This is an optimization exercise on Yosys and OpenROAD, whose aim is small area, not a production implementation. The RTL was checked by simulation tests, not by an equivalence proof against the original design. The clock port is modelled as an ideal driver; clocking choices that lean on that would not hold on a real chip.

Design ask_quality_top, start of the top module:
module ask_quality_top #(
	parameter int LOG2_BLOCK = 4
) (
	input  logic                     sys_clk,
	input  logic                     rst_n,
	input  logic                     sym_clk_en,
	input  ask_pkg::dv_t             dec_var,
	output ask_pkg::slice_t          slice,
	output logic                     slice_valid,
	output ask_pkg::dv_t             ref_lvl,
	output ask_pkg::dv_t             err_mean,
	output logic [ask_pkg::SQ_W-1:0] err_var,
	output logic [ask_pkg::SQ_W-1:0] sig_pwr,
	output logic                     block_done
);
Size in the first run: ~1,500 cells after synthesis, roughly 180 flip-flops, ~99 I/O pins.
==> flow/config.mk <==
export PLATFORM = sky130hd
export DESIGN_NAME = ask_quality_top
export DESIGN_NICKNAME = ask_quality_top
export VERILOG_FILES = /design/flow/design.v
export SDC_FILE = /design/flow/constraint.sdc
export NUM_CORES = 4
export LEC_CHECK = 0
export CAP_MARGIN = 20
export CORE_MARGIN = 2
export CORE_UTILIZATION = 40
export CTS_BUF_LIST = sky130_fd_sc_hd__clkbuf_8
export SLEW_MARGIN = 20
export SYNTH_HIERARCHICAL = 1
export SYNTH_MINIMUM_KEEP_SIZE = 0
==> flow/constraint.sdc <==
create_clock -name core_clock -period 14.0 [get_ports {sys_clk}]
set_input_delay 2.8000 -clock core_clock [delete_from_list [all_inputs] [get_ports {sys_clk}]]
set_output_delay 2.8000 -clock core_clock [all_outputs]
set_load 0.01 [all_outputs]
standard.sh (not shown) runs the stock make flow with config.mk's settings and CLKGATE_MAP_FILE= SYNTH_SCRIPT=/design/flow/synth_recipe.tcl, a recipe that flattens the netlist after the stock synthesis.
==> flow/flow/run.sh <==
#!/bin/bash
# The standard layout (the standard.sh: standard synthesis, then ORFS to
# finish), with these ORFS knobs set on the make command line:
#   REMOVE_ABC_BUFFERS=1  floorplan removes the buffers ABC put in synthesis
#                         (repair_design then buffers where the loads need it)
#   BUFFER_PORTS_ARGS     buffer_ports gives every input and output port a
#                         buffer, here the library's smallest, buf_1
#   CTS_ARGS              ORFS's clock_tree_synthesis arguments with
#                         -dont_use_dummy_load added
#   POST_CTS_TCL          flow/recover.tcl: after CTS, downsize gates that
#                         have slack to spare and legalize again
# make's full output goes to flow_make.log in the work folder.
set -euo pipefail
bash standard.sh REMOVE_ABC_BUFFERS=1 \
	"BUFFER_PORTS_ARGS=-buffer_cell sky130_fd_sc_hd__buf_1" \
	"CTS_ARGS=-sink_clustering_enable -repair_clock_nets -buf_list sky130_fd_sc_hd__clkbuf_8 -dont_use_dummy_load" \
	"POST_CTS_TCL=$PWD/flow/recover.tcl" \
	finish > flow_make.log 2>&1
==> flow/flow/recover.tcl <==
# Run after CTS (POST_CTS_TCL): downsize gates on paths with slack to spare
# (OpenROAD's power recovery), then legalize the placement again.
estimate_parasitics -placement
repair_timing -recover_power 100
detailed_placement
check_placement -verbose
report_design_area
The first run completed without violations.
Edit:
--- a/flow/flow/run.sh
+++ b/flow/flow/run.sh
@@ -2,3 +2,3 @@
 # The standard layout (the standard.sh: standard synthesis, then ORFS to
-# finish), with these ORFS knobs set on the make command line:
+# finish), with three ORFS knobs set on the make command line:
 #   REMOVE_ABC_BUFFERS=1  floorplan removes the buffers ABC put in synthesis
@@ -9,4 +9,2 @@
 #                         -dont_use_dummy_load added
-#   POST_CTS_TCL          flow/recover.tcl: after CTS, downsize gates that
-#                         have slack to spare and legalize again
 # make's full output goes to flow_make.log in the work folder.
@@ -16,3 +14,2 @@
 	"CTS_ARGS=-sink_clustering_enable -repair_clock_nets -buf_list sky130_fd_sc_hd__clkbuf_8 -dont_use_dummy_load" \
-	"POST_CTS_TCL=$PWD/flow/recover.tcl" \
 	finish > flow_make.log 2>&1
removed: flow/flow/recover.tcl
The new run went through all stages and came out clean.
Maximum frequency increases by 3.6%.
Sequential cell count is unchanged.
Setup slack is better by 460 ps.
Hold slack hardly moves.
Area after synthesis does not change.
Clock-buffer cell count stays the same.

Another version of the RTL of ask_quality_top (not shown whole).
Size: about 99 I/O pins, ~0.018 mm2 of cells after synthesis.
==> flow/config.mk <==
export PLATFORM = sky130hd
export DESIGN_NAME = ask_quality_top
export DESIGN_NICKNAME = ask_quality_top
export VERILOG_FILES = /design/flow/design.v
export SDC_FILE = /design/flow/constraint.sdc
export NUM_CORES = 4
export LEC_CHECK = 0
export CAP_MARGIN = 20
export CORE_MARGIN = 2
export CORE_UTILIZATION = 60
export CTS_BUF_LIST = sky130_fd_sc_hd__clkbuf_8
export PLACE_DENSITY = 0.7
export SLEW_MARGIN = 20
export SYNTH_HIERARCHICAL = 1
export SYNTH_MINIMUM_KEEP_SIZE = 0
==> flow/constraint.sdc <==
create_clock -name core_clock -period 14.0 [get_ports {sys_clk}]
set_input_delay 2.8000 -clock core_clock [delete_from_list [all_inputs] [get_ports {sys_clk}]]
set_output_delay 2.8000 -clock core_clock [all_outputs]
set_load 0.01 [all_outputs]
==> flow/flow/run.sh <==
#!/bin/bash
# The standard layout (the standard.sh: standard synthesis, then ORFS to
# finish), with three ORFS knobs set on the make command line:
#   REMOVE_ABC_BUFFERS=1  floorplan removes the buffers ABC put in synthesis
#                         (repair_design then buffers where the loads need it)
#   BUFFER_PORTS_ARGS     buffer_ports gives every input and output port a
#                         buffer, here the library's smallest, buf_1
#   CTS_ARGS              ORFS's clock_tree_synthesis arguments with
#                         -dont_use_dummy_load added
# make's full output goes to flow_make.log in the work folder.
set -euo pipefail
bash standard.sh REMOVE_ABC_BUFFERS=1 \
	"BUFFER_PORTS_ARGS=-buffer_cell sky130_fd_sc_hd__buf_1" \
	"CTS_ARGS=-sink_clustering_enable -repair_clock_nets -buf_list sky130_fd_sc_hd__clkbuf_8 -dont_use_dummy_load" \
	finish > flow_make.log 2>&1
==> next run, changes <==
- CORE_UTILIZATION: 60 -> 40
- PLACE_DENSITY: 0.7 -> default
Synthesized area stays the same.
Final area is higher by 1.4%.
Sequential share of layout area fell by 0.30 points.
Core utilization shrinks by 21 points.
Wire length rose by 4.7%.
Setup slack gains 0.14 ns.
Synthesized cell count stays the same.
Count of clock-buffer cells in the layout does not change.

ask_quality_top, a different RTL version from the one above (not shown whole).
For scale: roughly 99 I/O pins.
==> flow/design.v (excerpt) <==
module ask_quality_top #(
	parameter int LOG2_BLOCK = 4
) (
	input  logic                     sys_clk,
	input  logic                     rst_n,
	input  logic                     sym_clk_en,
	input  ask_pkg::dv_t             dec_var,
	output ask_pkg::slice_t          slice,
	output logic                     slice_valid,
	output ask_pkg::dv_t             ref_lvl,
	output ask_pkg::dv_t             err_mean,
	output logic [ask_pkg::SQ_W-1:0] err_var,
	output logic [ask_pkg::SQ_W-1:0] sig_pwr,
	output logic                     block_done
);
==> flow/config.mk <==
export PLATFORM = sky130hd
export DESIGN_NAME = ask_quality_top
export DESIGN_NICKNAME = ask_quality_top
export VERILOG_FILES = /design/flow/design.v
export SDC_FILE = /design/flow/constraint.sdc
export NUM_CORES = 4
export LEC_CHECK = 0
export CAP_MARGIN = 20
export CORE_MARGIN = 2
export CORE_UTILIZATION = 40
export CTS_BUF_LIST = sky130_fd_sc_hd__clkbuf_8
export SLEW_MARGIN = 20
export SYNTH_HIERARCHICAL = 1
export SYNTH_MINIMUM_KEEP_SIZE = 0
==> flow/constraint.sdc <==
create_clock -name core_clock -period 14.0 [get_ports {sys_clk}]
set_input_delay 2.8000 -clock core_clock [delete_from_list [all_inputs] [get_ports {sys_clk}]]
set_output_delay 2.8000 -clock core_clock [all_outputs]
set_load 0.01 [all_outputs]
==> flow/flow/run.sh <==
#!/bin/bash
# The standard layout (the standard.sh: standard synthesis, then ORFS to
# finish), with these ORFS knobs set on the make command line:
#   REMOVE_ABC_BUFFERS=1  floorplan removes the buffers ABC put in synthesis
#                         (repair_design then buffers where the loads need it)
#   BUFFER_PORTS_ARGS     buffer_ports gives every input and output port a
#                         buffer, here the library's smallest, buf_1
#   CTS_ARGS              ORFS's clock_tree_synthesis arguments with
#                         -dont_use_dummy_load added
#   POST_CTS_TCL          flow/recover.tcl: after CTS, downsize gates that
#                         have slack to spare and legalize again
# make's full output goes to flow_make.log in the work folder.
set -euo pipefail
bash standard.sh REMOVE_ABC_BUFFERS=1 \
	"BUFFER_PORTS_ARGS=-buffer_cell sky130_fd_sc_hd__buf_1" \
	"CTS_ARGS=-sink_clustering_enable -repair_clock_nets -buf_list sky130_fd_sc_hd__clkbuf_8 -dont_use_dummy_load -sink_clustering_size 25 -sink_clustering_max_diameter 200 -sink_clustering_levels 1" \
	"POST_CTS_TCL=$PWD/flow/recover.tcl" \
	finish > flow_make.log 2>&1
==> flow/flow/recover.tcl <==
# Run after CTS (POST_CTS_TCL): downsize gates on paths with slack to spare
# (OpenROAD's power recovery), then legalize the placement again.
estimate_parasitics -placement
repair_timing -recover_power 100
detailed_placement
check_placement -verbose
report_design_area
The baseline passed the timing, DRC and antenna checks.
Change:
--- a/flow/flow/run.sh
+++ b/flow/flow/run.sh
@@ -16 +16 @@
-	"CTS_ARGS=-sink_clustering_enable -repair_clock_nets -buf_list sky130_fd_sc_hd__clkbuf_8 -dont_use_dummy_load -sink_clustering_size 25 -sink_clustering_max_diameter 200 -sink_clustering_levels 1" \
+	"CTS_ARGS=-repair_clock_nets -buf_list sky130_fd_sc_hd__clkbuf_8 -dont_use_dummy_load" \
Effect:
- wire length stays the same
- synthesized area does not change
- final cell count stays the same
- count of clock-buffer cells in the layout stays the same
- cell area does not change
- clock skew is unchanged
- register-to-register slack hardly moves
- worst setup slack stays the same

ask_quality_top, a different RTL version from the one above (not shown whole).
Size: ~1600 cells after synthesis, about 99 I/O pins.
Settings: LEC_CHECK=0, CAP_MARGIN=20, CORE_MARGIN=2, CORE_UTILIZATION=40, CTS_BUF_LIST=sky130_fd_sc_hd__clkbuf_8, SLEW_MARGIN=20, SYNTH_HIERARCHICAL=1, SYNTH_MINIMUM_KEEP_SIZE=0; clock period 14.0 ns.
run.sh (not shown) runs the stock make flow with config.mk's settings and CLKGATE_MAP_FILE= SYNTH_SCRIPT=/design/flow/synth_recipe.tcl, a recipe that flattens the netlist after the stock synthesis.
Stock flow here: none of the scripts above is used.
The first run produced a clean layout.
Edit:
==> flow/flow/run.sh (new file) <==
#!/bin/bash
# The standard layout (the standard.sh: standard synthesis, then ORFS to
# finish), with three ORFS knobs set on the make command line:
#   REMOVE_ABC_BUFFERS=1  floorplan removes the buffers ABC put in synthesis
#                         (repair_design then buffers where the loads need it)
#   BUFFER_PORTS_ARGS     buffer_ports gives every input and output port a
#                         buffer, here the library's smallest, buf_1
#   CTS_ARGS              ORFS's clock_tree_synthesis arguments with
#                         -dont_use_dummy_load added
# make's full output goes to flow_make.log in the work folder.
set -euo pipefail
bash standard.sh REMOVE_ABC_BUFFERS=1 \
	"BUFFER_PORTS_ARGS=-buffer_cell sky130_fd_sc_hd__buf_1" \
	"CTS_ARGS=-sink_clustering_enable -repair_clock_nets -buf_list sky130_fd_sc_hd__clkbuf_8 -dont_use_dummy_load" \
	finish > flow_make.log 2>&1
==> flow/standard.sh (new file) <==
#!/bin/bash
# synth_recipe.tcl (not shown) runs the flow's synth.tcl, then flattens the netlist and writes it again
# the make line also repeats each setting of config.mk as NAME=value (left out here)
make -C /OpenROAD-flow-scripts/flow DESIGN_CONFIG=/design/flow/config.mk WORK_HOME=/design/flow/orfs CLKGATE_MAP_FILE= SYNTH_SCRIPT=/design/flow/synth_recipe.tcl "${@:-finish}"
removed: flow/run.sh
Effect: Synthesized area is unchanged. Routed wire length decreases by 1.4%. Critical path depth stays the same. First-iteration DRC count increases by 21%. Setup slack improved by 0.20 ns. Worst hold slack got worse by 0.016 ns. Sequential share of layout area increases by 0.85 points.
Edit:
--- a/flow/flow/run.sh
+++ b/flow/flow/run.sh
@@ -3 +3 @@
-# finish), with three ORFS knobs set on the make command line:
+# finish), with two ORFS knobs set on the make command line:
@@ -8,2 +7,0 @@
-#   CTS_ARGS              ORFS's clock_tree_synthesis arguments with
-#                         -dont_use_dummy_load added
@@ -14 +11,0 @@
-	"CTS_ARGS=-sink_clustering_enable -repair_clock_nets -buf_list sky130_fd_sc_hd__clkbuf_8 -dont_use_dummy_load" \
- non-clock buffer count does not change
- final cell count rises by 0.68%
- worst setup slack gets worse by 0.023 ns
- synthesized area does not change
- cell area rises by about 1%
- die area stays the same
- routed wire length rises by about 0.6%
- global-route usage stays flat
- maximum frequency barely changes
- sequential share of layout area falls by 0.21 points

the previous run:
ask_quality_top again, from the RTL that the note above started with.
// ask_quality_top
module ask_quality_top #(
	parameter int LOG2_BLOCK = 4
) (
	input  logic                     sys_clk,
	input  logic                     rst_n,
	input  logic                     sym_clk_en,
	input  ask_pkg::dv_t             dec_var,
	output ask_pkg::slice_t          slice,
	output logic                     slice_valid,
	output ask_pkg::dv_t             ref_lvl,
	output ask_pkg::dv_t             err_mean,
	output logic [ask_pkg::SQ_W-1:0] err_var,
	output logic [ask_pkg::SQ_W-1:0] sig_pwr,
	output logic                     block_done
);
Settings: LEC_CHECK=0, CAP_MARGIN=20, CORE_MARGIN=2, CORE_UTILIZATION=40, SLEW_MARGIN=20, SYNTH_HIERARCHICAL=1, SYNTH_MINIMUM_KEEP_SIZE=0; clock period 14.0 ns.
Stock flow here: none of the scripts above is used.
The previous run: all stages complete, timing, DRC and antenna checks passed
Edits applied to the flow inputs when going from the previous run to the current run:
==> flow/flow/run.sh (new file) <==
#!/bin/bash
# The standard layout (the standard.sh: standard synthesis, then ORFS to
# finish), with two ORFS knobs set on the make command line:
#   REMOVE_ABC_BUFFERS=1  floorplan removes the buffers ABC put in synthesis
#                         (repair_design then buffers where the loads need it)
#   BUFFER_PORTS_ARGS     buffer_ports gives every input and output port a
#                         buffer, here the library's smallest, buf_1
# make's full output goes to flow_make.log in the work folder.
set -euo pipefail
bash standard.sh REMOVE_ABC_BUFFERS=1 \
	"BUFFER_PORTS_ARGS=-buffer_cell sky130_fd_sc_hd__buf_1" \
	finish > flow_make.log 2>&1
==> flow/standard.sh (new file) <==
#!/bin/bash
# synth_recipe.tcl (not shown) runs the flow's synth.tcl, then flattens the netlist and writes it again
# the make line also repeats each setting of config.mk as NAME=value (left out here)
make -C /OpenROAD-flow-scripts/flow DESIGN_CONFIG=/design/flow/config.mk WORK_HOME=/design/flow/orfs CLKGATE_MAP_FILE= SYNTH_SCRIPT=/design/flow/synth_recipe.tcl "${@:-finish}"
-- flow/config.mk --
<<< the previous run, line 11
>>> the current run, line 11
export CTS_BUF_LIST = sky130_fd_sc_hd__clkbuf_8
export GPL_TIMING_DRIVEN = 0
removed: flow/run.sh
Both conditions hold for the current run: the flow ran to the end and the final layout passed the timing, DRC and antenna checks.
[compare] base=the previous run new=the current run: global-route usage over all layers fell by 0.83 points; sum of net half-perimeters after detailed placement went down; placer's final routability congestion estimate moved down; final cell count down 30.
The post-layout instance area of the current run is lower than that of the previous run.
Changes observed in the current run relative to the previous run: combined flip-flop and latch cell area about even; worst endpoint required time up 0.04 ns.

[static timing again, ports no longer ideal]
How much do the figures lean on ideal ports? The routed layouts below were timed once more, with nothing changed but the port constraints. Step 1: set_driving_cell puts a clkbuf_16 on sys_clk and a buf_2 on each other input, an assumption about the parent block. Step 2 moves the port delays by t, midway between the first and last clock arrival at a register: inputs arrive t later, outputs are due t later. That takes back most of the time a late clock gives input paths. Three values: ideal, step 1, step 2; two values: the first two.
| run | shift t [ns] | setup slack, ns | worst hold slack (ns) | worst setup path after step 2 | worst register clock-pin slew, ns |
|---|---|---|---|---|---|
| the first run of note 1 | 0.541 | 0.699 / 0.699 / 0.699 | 0.498 / 0.498 / 0.498 | register to register | 0.12 / 0.12 |
| the second run of note 1 | 0.542 | 1.160 / 1.160 / 1.160 | 0.498 / 0.498 / 0.498 | register to register | 0.12 / 0.12 |
| the first run of note 2 | 0.531 | 0.892 / 0.892 / 0.892 | 0.505 / 0.505 / 0.505 | register to register | 0.11 / 0.11 |
| the second run of note 2 | 0.589 | 1.032 / 1.032 / 1.032 | 0.504 / 0.504 / 0.504 | register to register | 0.12 / 0.12 |
| the first run of note 3 | 0.536 | 0.702 / 0.702 / 0.702 | 0.459 / 0.459 / 0.459 | register to register | 0.11 / 0.11 |
| the second run of note 3 | 0.536 | 0.702 / 0.702 / 0.702 | 0.459 / 0.459 / 0.459 | register to register | 0.11 / 0.11 |
| the first run of note 4 | 0.565 | 0.810 / 0.810 / 0.752 | 0.372 / 0.372 / 0.372 | input to register | 0.11 / 0.11 |
| the second run of note 4 | 0.540 | 1.005 / 1.005 / 1.005 | 0.357 / 0.357 / 0.357 | register to register | 0.12 / 0.12 |
| the third run of note 4 | 0.555 | 0.982 / 0.982 / 0.982 | 0.364 / 0.364 / 0.364 | register to register | 0.12 / 0.12 |
| the previous run | 0.516 | 0.783 / 0.783 / 0.727 | 0.360 / 0.360 / 0.360 | input to register | 0.08 / 0.08 |
| the current run | 0.553 | 0.590 / 0.590 / 0.590 | 0.377 / 0.377 / 0.377 | register to register | 0.12 / 0.12 |
After both steps setup and hold are still met in every run listed. The setup slack of the first run of note 4, which loses most, moves by 0.000 ns with the drivers and by -0.058 ns with both steps.
